This design comes from an exercise in tuning for small area, a short achievable clock period and few clock cycles per item on the open sky130 flow, not from production work.
Function was not checked in any run shown here: the RTL went through the layout flow alone.
Power and IR drop assume default switching activity.

### design/flow/flow/run.sh
#!/bin/bash
# Standard layout, with clock tree synthesis told not to add dummy loads and
# the port buffers started from the smallest buffer.
set -euo pipefail
export CTS_ARGS="-sink_clustering_enable -repair_clock_nets -dont_use_dummy_load -sink_clustering_size 24 -sink_clustering_max_diameter 60"
export BUFFER_PORTS_ARGS="-buffer_cell sky130_fd_sc_hd__buf_1"
bash standard.sh > standard.log 2>&1
### design/flow/standard.sh
#!/bin/bash
# synth_recipe.tcl (not shown) runs the flow's synth.tcl, then flattens the netlist and writes it again
# the make line also repeats each setting of config.mk as NAME=value (left out here)
make -C /OpenROAD-flow-scripts/flow DESIGN_CONFIG=/design/flow/config.mk WORK_HOME=/design/flow/orfs CLKGATE_MAP_FILE= SYNTH_SCRIPT=/design/flow/synth_recipe.tcl "${@:-finish}"
### design/flow/config.mk
export PLATFORM = sky130hd
export DESIGN_NAME = lru_key_value_cache
export DESIGN_NICKNAME = lru_key_value_cache
export VERILOG_FILES = /design/flow/design.v
export SDC_FILE = /design/flow/constraint.sdc
export NUM_CORES = 4
export LEC_CHECK = 0
export CAP_MARGIN = 20
export CORE_MARGIN = 2
export CORE_UTILIZATION = 60
export CTS_CLUSTER_DIAMETER = 60
export CTS_CLUSTER_SIZE = 24
export SETUP_SLACK_MARGIN = 3.8
export SLEW_MARGIN = 20
### design/flow/constraint.sdc
create_clock -name core_clock -period 6.5 [get_ports {clk}]
set_input_delay 1.3000 -clock core_clock [delete_from_list [all_inputs] [get_ports {clk}]]
set_output_delay 1.3000 -clock core_clock [all_outputs]
set_load 0.01 [all_outputs]
### design/flow/design.v
`default_nettype none
package lkvc_pkg;
  localparam int MAX_ENTRIES_DEF = 16;
  localparam int KEY_W = 32;
  localparam int VAL_W = 32;
  localparam int CAP_W = 5;
  localparam logic [CAP_W-1:0] CAP_RESET = 5'd16;
  localparam logic OP_GET = 1'b0;
  localparam logic OP_PUT = 1'b1;
  localparam logic [VAL_W-1:0] MISS_VALUE = 32'hFFFF_FFFF;
  localparam logic [VAL_W-1:0] PUT_VALUE = 32'h0000_0000;
endpackage
`default_nettype wire
`default_nettype none
import lkvc_pkg::*;
module lru_key_value_cache #(
  parameter int MAX_ENTRIES = MAX_ENTRIES_DEF
) (
  input  wire                     clk,
  input  wire                     rst_n,
  input  wire                     start,
  output logic                    busy,
  input  wire                     in_opcode,
  input  wire  signed [KEY_W-1:0] in_key,
  input  wire  signed [VAL_W-1:0] in_value,
  output logic                    out_strobe,
  output logic                    out_hit,
  output logic signed [VAL_W-1:0] out_read_value,
  input  wire                     cfg_we,
  input  wire         [CAP_W-1:0] cfg_wdata
);
  localparam int N = MAX_ENTRIES;
  logic [CAP_W-1:0] cap_r;
  logic [N-1:0]     valid_r;      
  logic             full_r;
  logic             s1_vld_r;
  logic             s1_op_r;
  logic [KEY_W-1:0] s1_key_r;
  logic [VAL_W-1:0] s1_val_r;
  logic [N-1:0]     s1_eq_r;      
  logic             s1_same_r;    
  logic [N-1:0]     wr_prev_r;    
  logic [KEY_W-1:0] key_r [N];
  logic [VAL_W-1:0] val_r [N];
  logic             newer_r [N][N];
  logic             res_vld_r;
  logic             res_hit_r;
  logic [VAL_W-1:0] res_val_r;
  assign busy = 1'b0;
  logic [N-1:0] s0_eq;
  logic         s0_same;
  always_comb begin
    for (int i = 0; i < N; i++) begin
      s0_eq[i] = key_r[i] == in_key;
    end
    s0_same = in_key == s1_key_r;
  end
  logic [N-1:0] match, victim, free, miss_slot, slot, upd, wr;
  logic [N-1:0] cap_sel;
  logic         found, is_put, do_ins;
  logic [VAL_W-1:0] rd_val;
  always_comb begin
    match = ((s1_eq_r & ~wr_prev_r) | (wr_prev_r & {N{s1_same_r}})) & valid_r;
    found = |match;
    for (int i = 0; i < N; i++) begin
      logic v;
      v = valid_r[i];
      for (int j = 0; j < N; j++) begin
        if (j < i) begin
          v = v && newer_r[j][i];
        end else if (j > i) begin
          v = v && (!valid_r[j] || !newer_r[i][j]);
        end
      end
      victim[i] = v;
      free[i] = !valid_r[i] && ((i == 0) ? 1'b1 : valid_r[i-1]);
    end
    miss_slot = full_r ? victim : free;
    is_put = s1_op_r == OP_PUT;
    slot   = found ? match : miss_slot;
    upd    = slot & {N{s1_vld_r && (found || is_put)}};
    wr     = slot & {N{s1_vld_r && is_put}};
    do_ins = s1_vld_r && is_put && !found && !full_r;
    for (int i = 0; i < N; i++) begin
      cap_sel[i] = (cap_r == CAP_W'(i + 1)) || (i == 0 && cap_r == '0) ||
                   (i == N - 1 && cap_r > CAP_W'(N));
    end
    rd_val = '0;
    for (int i = 0; i < N; i++) begin
      rd_val = rd_val | (val_r[i] & {VAL_W{match[i]}});
    end
  end
  logic [N-1:0] valid_nxt;
  always_comb begin
    valid_nxt = do_ins ? {valid_r[N-2:0], 1'b1} : valid_r;
  end
  always_ff @(posedge clk) begin
    if (!rst_n) begin
      s1_vld_r  <= 1'b0;
      res_vld_r <= 1'b0;
      wr_prev_r <= '0;
      cap_r     <= CAP_RESET;
      valid_r   <= '0;
      full_r    <= 1'b0;
    end else begin
      s1_vld_r  <= start;
      res_vld_r <= s1_vld_r;
      wr_prev_r <= wr;
      if (cfg_we) begin
        cap_r <= cfg_wdata;
      end
      valid_r <= valid_nxt;
      full_r  <= |(valid_nxt & cap_sel);
    end
  end
  always_ff @(posedge clk) begin
    s1_op_r   <= in_opcode;
    s1_key_r  <= in_key;
    s1_val_r  <= in_value;
    s1_eq_r   <= s0_eq;
    s1_same_r <= s0_same;
    for (int i = 0; i < N; i++) begin
      if (wr[i]) begin
        val_r[i] <= s1_val_r;
      end
      if (wr[i] && !found) begin
        key_r[i] <= s1_key_r;
      end
      for (int j = i + 1; j < N; j++) begin
        if (upd[i]) begin
          newer_r[i][j] <= 1'b1;
        end else if (upd[j]) begin
          newer_r[i][j] <= 1'b0;
        end
      end
    end
    res_hit_r <= found;
    if (is_put) begin
      res_val_r <= PUT_VALUE;
    end else if (found) begin
      res_val_r <= rd_val;
    end else begin
      res_val_r <= MISS_VALUE;
    end
  end
  assign out_strobe     = res_vld_r;
  assign out_hit        = res_hit_r;
  assign out_read_value = res_val_r;
endmodule
`default_nettype wire
==> run summary, run 1 <==
* IO Count at 109
* Mapped cell area at 49100 sq um
* RSZ-0062 raised after global routing: yes
* Detailed Route Iter0 Violations at 4483
* Slew headroom at 52.2%
* CP bufs+invs at 6
* Vias at a little over 30000
* DIE AREA at 84200 sq um
* Largest net degree at the start of global routing at 37
* EDFF count, synth at 1024
* Leak at 19.4 nW
* Cell Pwr Density at 256 nW/um^2
* Die X at 290 um
* Final setup fails at 0
* Hold Path Class: reg -> reg
* Pre-Repair DR Iteration Count at 6
* Clock sinks at around 1300
* First-pass GRT wire length at 209000 um
* Clock slew seen by the registers of the worst setup and hold paths at 80 ps
* Critical R2R Launch: s1_same_r$_DFF_P_
* Compound-gate portion of the synthesized area at 7.42%
* Critical path arrival at 3270 ps
* Crit start category: flop
* Grt total ovfl at 0
* Sequential area share after synthesis at 73.8%
* XOR/XNOR Fraction of Synth Area at 9.70%
* Core outline area at 80800 sq um
* Clk buf depth at 3
* CP delay by family, top: buffers and inverters
* FF/Latch Area at 36300 sq um
* H-Tree Level Count at 3
* Max-slew violations at 0
* Worst Path Required at 6860 ps
* DR WL/cell at 34.8 um
* Slowest cell on crit path: dfxtp_4
* P&R area growth vs syn at 16.2%
* Most Frequent Cell on Critical Path: buf_12
* Slowest cell delay on critical path at 370 ps
* Synth Instances at 3117
* Num rows at about 100
* Area of the multi-input gates at 12800 sq um
* Reg2reg setup slack at 3590 ps
* Die Y at 290 um
* Post-Synth Simple-Gate Area at a little over 6%
* Syn Area/Cell at 15.8 sq um
* Root Buffer Master: clkbuf_16
* Max-Cap Viols at 0
* Port bufs at 107
* Yosys reg bits at around 1300
* Starting density of the core at between 60% and 70%
* Final nets at 3497
* Setup TNS at 0 ps
* Adder-cell share of the synthesized area at 0%
* Worst Setup Path Type: reg -> reg
* Crit path time final at 2910 ps
* FF-to-FF End: val_r[13][29]$_DFFE_PP_
* TritonCTS Buffers at 82
* WHS Endpoint: newer_r[104]$_SDFFE_PP1P_
* Clk latency of the worst-skew pair at 660 ps
* Mux cell area share after synthesis at 0.958%
* Syn Nets at between 3000 and 4000
* Post-layout util at 70.7%
* Worst slew pin tran at 717 ps
* WL final at 156000 um
* Number of global-route vias before repair at 28600
* CTS tree: built
* F_max at 343 MHz
* Count of cell types in the netlist at 59
* Post-synth top flop: edfxtp_1
* DRC errors left at 0
* All-Layer GR Usage at 35.1%
* Skew final at 57.1 ps
* Placer Congestion at 0.898
* Worst-case reg-to-reg path depth at 12
* Hold Crit Start: newer_r[104]$_SDFFE_PP1P_
* Ratio of cells with drive above 1 in the final layout at between 10% and 20%
* Crit-path max FO at 8
* Ordered cell list for the critical path: buf_12, mux2_2, a22oi_2, nand4_1, nand3b_1, buf_6, buf_8, o21bai_4, and2_4, buf_12, buf_4, clkbuf_16
* Hold Path Depth at 2
* Syn. warnings at 4
* HPWL after DPL at 78600 um
* Initial antenna violation count at 6
* Fillers at 5190
* Critical path endpoint category: flop
* Async SR Flop Fraction at 0%
* Peak VDD IR at 0.000227 V
* Vias/cell at 6.74
* Period Utilization, post-route at 44.8%
* Post-route ant nets at 0
* Largest family of logic cells by synthesized area: XOR/XNOR gates
* Status: complete, no violations
* Count of final hold-check violations at 0
[cell families (layout without fill, tap and decap cells)]
| kind of cell | Yosys count | count (layout) |
|---|---|---|
| flip-flops | 1299 | 1299 |
| AND/OR/NAND/NOR | 568 | 579 |
| XOR/XNOR | 544 | 544 |
| AO/OA/AOI/OAI | 451 | 451 |
| buffers and inverters | 213 | 506 |
| multiplexers | 41 | 41 |
| other | 1 | 2 |
[power by group]
group / total (mW) / switching, mW / internal, mW
clock network: 4.80 / 2.56 / 2.24
logic: 0.605 / 0.408 / 0.197
registers: 9.19 / 0.134 / 9.05
[synth_stat cells, drive strengths merged, types with 2 or more instances]
master      n  area [sq um]
nor4      144           922
a21oi      16          80.1
o21bai     11           105
nor2       88           338
nand4      68           425
inv        15          56.3
mux4        3          75.1
o22ai       6          43.8
and3        6          37.5
xor2      544          4760
edfxtp   1024         30700
a41oi      32           280
o21ai       2          25.0
nand2b      5          36.3
and2       19           121
a222oi      6          60.1
o2bb2ai     2          17.5
buf        49           317
nand3b      2          15.0
mux2i      29           290
a21o       50           375
clkbuf    149           559
dfxtp     275          5510
a22oi     158          1190
a221oi     80           701
nand3      19          95.1
nand2     150           581
and4       34           298
a2bb2oi     2          17.5
a221o       3          30.0
mux2        9           105
a22o       78           683
nor2b      11          68.8
nor3       19          95.1
[worst max-delay path by stage]
| stage | start | end | slack [ps] | depth (start not counted) |
|---|---|---|---|---|
| 2_1_floorplan | s1_same_r$_DFF_P_ | key_r[15][0]$_DFFE_PP_ | 3460 | 10 |
| 3_3_place_gp | valid_r[10]$_SDFF_PN0_ | key_r[15][9]$_DFFE_PP_ | 1930 | 8 |
| 3_5_place_dp | valid_r[10]$_SDFF_PN0_ | key_r[15][2]$_DFFE_PP_ | 1820 | 8 |
| 4_1_cts | s1_same_r$_DFF_P_ | key_r[13][9]$_DFFE_PP_ | 3710 | 12 |
| 5_1_grt | s1_same_r$_DFF_P_ | key_r[13][16]$_DFFE_PP_ | 3560 | 13 |
| 6_report | s1_same_r$_DFF_P_ | val_r[13][29]$_DFFE_PP_ | 3590 | 12 |
[flip-flops by register name, indices dropped and copies added, names as in the netlist, 5 cells and up]
signal	flops
s1_val_r	32
s1_eq_r	16
s1_key_r	32
cap_r	5
val_r	512
newer_r	120
valid_r	16
wr_prev_r	16
res_val_r	32
key_r	512
[worst min-delay path: cells and delay by family (launching register included)]
| family | cells | cell delay, ps |
|---|---|---|
| and+or+nand+nor | 2 | 90 |
| DFF | 1 | 310 |
[stage by stage]
step	power, mW	cells	cell area (sq um)	setup slack, ps	hold slack (ps)
floorplan	9.64	3117	49400	3460	423
global placement	9.91	4208	51200	1930	437
detailed placement	9.93	4208	51200	1820	433
CTS	14.6	4395	55400	3710	445
global route	14.9	4481	57100	3560	480
finish	14.6	4482	57100	3590	450
[cell type report]
| class | instances | area share (%) |
|---|---|---|
| sequential | 1299 | 63.5 |
| multi-input combinational | 1616 | 22.5 |
| timing repair buffer | 407 | 7.95 |
| clock buffer | 82 | 3.59 |
| tap | 1060 | 2.32 |
| inverter | 15 | 0.131 |
| timing repair inverter | 2 | 0.0263 |
| antenna | 1 | 0.00438 |
[cells in the final DEF (no fill, tap or decap), types with 6 or more instances in the layout]
master      Yosys  layout
buf_8           0      13
and3_1          6       6
a41oi_1        32      32
buf_1           8     101
buf_4           4     155
buf_16          0      13
mux2i_1        29      25
nor4_2          1       6
clkbuf_16       0     109
a222oi_1        6       6
a22oi_2         0       7
edfxtp_1     1024    1024
buf_6           9      21
nor2_1         85      66
nor2b_4         0      12
a221oi_1       80      77
nand4_1        68      68
nor3_4          0       7
nor3_1         19       9
dfxtp_1       275     267
o21bai_4        0       7
and4_1         34      34
a22o_1         78      78
inv_1          15      10
buf_12          1      68
nor4_1        142     135
nand2_1       147     136
clkinvlp_4      0       7
a21oi_1        16      13
xor2_1        544     544
and2_4          1      10
and2_2          0      11
a21o_1         50      50
nand2_4         2       7
nand3_1        19      19
nor2_4          0      26
nand2_2         1       7
a22oi_1       158     151
[what timing repair did]
item / in CTS / in global routing
pin swaps: 25 / 29
hold buffers: 0 / 0
endpoints found under the setup margin: 1223 / 1050
setup buffers: 80 / 50
cloned: 25 / 35
endpoints found under the hold margin: 0 / 0
resized for setup: 186 / 86
[layer usage]
layer / vias to the layer above / share of wire (%) / GRT usage, % / wire (um)
met2: 1998 / 48 / 58.4 / 74500
met3: 443 / 10 / 5.38 / 15900
li1: 12400 / - / - / -
met5: - / 0.031 / 0 / 48
met4: 6 / 6.2 / 16.1 / 9680
met1: 15300 / 36 / 45.9 / 55900
==> run 2, diff against run 1 <==
--- a/design/flow/config.mk
+++ b/design/flow/config.mk
@@ -10,5 +10,5 @@
 export CORE_UTILIZATION = 60
 export CTS_CLUSTER_DIAMETER = 60
 export CTS_CLUSTER_SIZE = 24
-export SETUP_SLACK_MARGIN = 3.8
+export SETUP_SLACK_MARGIN = 4.0
 export SLEW_MARGIN = 20
==> run 2 against run 1 <==
Combinational power up 8.4%. Die area unchanged. Area after synthesis unchanged. Sequential share of layout area shrank 2.6 points. Clock power grew 3%. First-iteration DRC count up 18%. Total power grew 1.4%. Still clean. Design area up 4.3%. Utilization grew 3.1 points. Flip-flop and latch count is the same. Global-route usage is 3.1 points higher.
==> run summary, run 2 <==
* Part of the power in registers at 62.2%
* Initial antenna violation count at 3
* DRC errors left at 0
* Post-Synth Simple-Gate Area at ~6.2%
* Crit-path max FO at 16
* Ordered cell list for the critical path: mux2_2, a22oi_2, nand4_1, nand3b_1, buf_8, buf_4, o21bai_4, and2_4, buf_12, nor2b_4, buf_12
* Placer Congestion at 0.912
* Clock sinks at 1299
* Compound-gate portion of the synthesized area at 7.42%
* Metal2 WL at 78700 um
* Syn Nets at approximately 3200
* Syn Area/Cell at 15.8 sq um
* Setup ws final at 3440 ps
* P_sw at 3.19 mW
* H-Tree Level Count at 3
* Cell-internal power at 11.6 mW
* Clk buf depth at 3
* Detailed Route Iter0 Violations at 5288
* CTS tree: built
* Combinational share of power at 4.4%
* Synth top cells by count: edfxtp_1 (1024), xor2_1 (544), dfxtp_1 (275)
* Worst Setup Path Type: reg -> reg
* Cells after DPL at roughly 4200
* HPWL after DPL at 78600 um
* Most frequent cell after synthesis: edfxtp_1
* Final nets at 3607
* Switching share of power at a little over a fifth
* Sequential area share after synthesis at 73.8%
* Area after DPL at 51200 sq um
* Setup TNS at 0 ps
* Top Registers: key_r (512), val_r (512), newer_r (120)
* Mux cell area share after synthesis at 0.958%
* Period Utilization, post-route at 47.1%
* Most Frequent Cell on Critical Path: buf_12
* Mapped cell area at approximately 50000 sq um
* Clock slew seen by the registers of the worst setup and hold paths at 90 ps
* Cell Pwr Density at 248 nW/um^2
* Reg2reg setup slack at 3440 ps
* Non-Filler Cell Area, Final at 59600 sq um
* Die X at 290 um
* Vias/cell at about 7
* Area contributors post-synth: edfxtp_1 (63%), dfxtp_1 (11%), xor2_1 (9.7%)
* Pre-Repair DR Iteration Count at 6
* Number of global-route vias before repair at 30200
* TritonCTS Buffers at between 80 and 90
* Grt total ovfl at 0
* Worst slew pin tran at 908 ps
* Yosys top cell by area: edfxtp_1
* Synth Instances at 3117
* Async SR Flop Fraction at 0%
* Skew final at just over 80 ps
* Adder-cell share of the synthesized area at 0%
* RSZ-0062 raised after global routing: yes
* Leak at 20.3 nW
* Status: complete, no violations
* Max-slew violations at 0
* Pre-CTS setup slack at 1930 ps
* Finished Layout Cells at 4591
* Largest net degree at the start of global routing at 37
* Hold Path Class: reg -> reg
* Crit path time final at 3060 ps
* Count of cell types in the netlist at 59
* Commonest non-fill, non-tap cell in the layout: edfxtp_1
* Final setup fails at 0
* P&R area growth vs syn at 21.3%
* Slowest cell delay on critical path at 460 ps
* Vias at 31700
* Port bufs at ~110
* IO Count at between 100 and 150
* Slew headroom at about two fifths
* ANT cells at 0
* Yosys top cell area share at 62.6%
* Post-layout util at 73.7%
* Critical path arrival at about 3400 ps
* Most frequent cells in the layout: edfxtp_1 (1024), xor2_1 (544), dfxtp_1 (261), a22oi_1 (155), buf_4 (143)
* Num rows at 104
* Clk latency of the worst-skew pair at about 690 ps
* Metal3 WL at ~20000 um
* Syn. warnings at 4
* DIE AREA at 84200 sq um
* Slowest cell on crit path: dfxtp_1
* Yosys reg bits at 1299
* Peak VDD IR at 0.000183 V
* WL final at 169000 um
* F_max at 327 MHz
* Post-synth top flop: edfxtp_1
* Crit start category: flop
* DR WL/cell at 36.8 um
* Count of final hold-check violations at 0
* All-Layer GR Usage at between 30% and 40%
* Ratio of cells with drive above 1 in the final layout at 20.0%
* Wl on met1 at 58200 um
* Critical path endpoint category: flop
* First-pass GRT wire length at between 200000 and 250000 um
* Worst Path Required at 6850 ps
* Starting density of the core at 60.8%
* Core outline area at 80800 sq um
* Top Layer Used: met5
* XOR/XNOR Fraction of Synth Area at 9.70%
* Root Buffer Master: clkbuf_16
* Post-route ant nets at 0
* Largest family of logic cells by synthesized area: XOR/XNOR gates
* Max-Cap Viols at 0
* Clock share of power at 33.4%
* CTS Hold Bufs at 0
* Die Y at 290 um
* EDFF count, synth at between 1000 and 1500
[run 2: final timing paths]
path,from,to,cells after the start
setup / recovery,wr_prev_r[9]$_SDFF_PN0_,key_r[12][6]$_DFFE_PP_,11
hold / removal,s1_key_r[23]$_DFF_P_,key_r[7][23]$_DFFE_PP_,0
setup reg to reg,wr_prev_r[9]$_SDFF_PN0_,key_r[12][6]$_DFFE_PP_,11
hold reg to reg,s1_key_r[23]$_DFF_P_,key_r[7][23]$_DFFE_PP_,0
[run 2: final cells by class]
type	instances	area (sq um)
repair buffers	497	6260
flip-flops and latches	1299	36300
inverters	15	75.1
repair inverters	4	30.0
fillers	4787	21200
well taps	1060	1330
clock buffers	86	2150
multi-input cells	1630	13500
[run 2: worst max-delay path, delay by kind of cell (launching register included)]
kind	cells	cell delay (ps)
compound gates	2	370
simple gates	4	830
flops	1	460
mux	1	400
buf+inv	4	690
[run 2: timing repair]
item | CTS | global route
pin swaps | 44 | 63
hold endpoints to repair | 0 | 0
gates resized for setup | 341 | 108
setup endpoints to repair | 1226 | 1178
buffers inserted | 156 | 52
gates cloned | 67 | 29
[run 2: kinds of logic after synthesis]
logic type	Yosys count
buffers and inverters	213
other	1
DFF	1299
muxes	41
and+or+nand+nor	568
xor gates and xnor gates	544
AOI/OAI and AO/OA	451
[run 2: power groups by stage]
stage | clock [mW] | sequential, mW | combinational (mW)
3_3_place_gp | 0 | 9.37 | 0.556
4_1_cts | 4.93 | 9.19 | 0.622
2_1_floorplan | 0 | 9.34 | 0.305
6_report | 4.94 | 9.20 | 0.656
5_1_grt | 5.22 | 9.20 | 0.678
3_5_place_dp | 0 | 9.37 | 0.566
[run 2: stage by stage]
step,hold slack (ps),power (mW)
after global placement,415,9.92
after floorplan,423,9.64
after CTS,445,14.7
final,445,14.8
after detailed placement,424,9.94
after global routing,456,15.1
[run 2: metal layers]
metal / vias to the layer above / GRT usage, %
met5: - / 0
met4: 2 / 20.7
met3: 616 / 7.53
met2: 2495 / 61.4
met1: 15900 / 49.3
li1: 12700 / -

## afterwards: timing with drivers on the ports
No port has a modelled driver above. Below, the same layouts with a new extraction and two added sets of constraints. Step 1, drivers: a clkbuf_16 drives clk and a buf_2 each remaining input, both assumed. Step 2 adds t to the input delays and takes it off the output delays; t is the mean of the earliest and latest rising clock arrival at the registers after step 1. Input paths then give back, and output paths get back, about the clock's delay inside the block. Three values: ideal ports, drivers, drivers and shift; two values: the first two.
run | t (ns) | setup slack, ns | worst setup path at the end | slew at the worst register clock pin (ns)
run 1 | 0.701 | 3.586 / 3.586 / 3.090 | input to register | 0.10 / 0.10
run 2 | 0.717 | 3.441 / 3.441 / 3.338 | input to register | 0.11 / 0.11
After both steps every run listed still meets setup and hold. The setup slack of run 1, which loses most, moves by 0.000 ns with the drivers and by -0.496 ns with both steps.
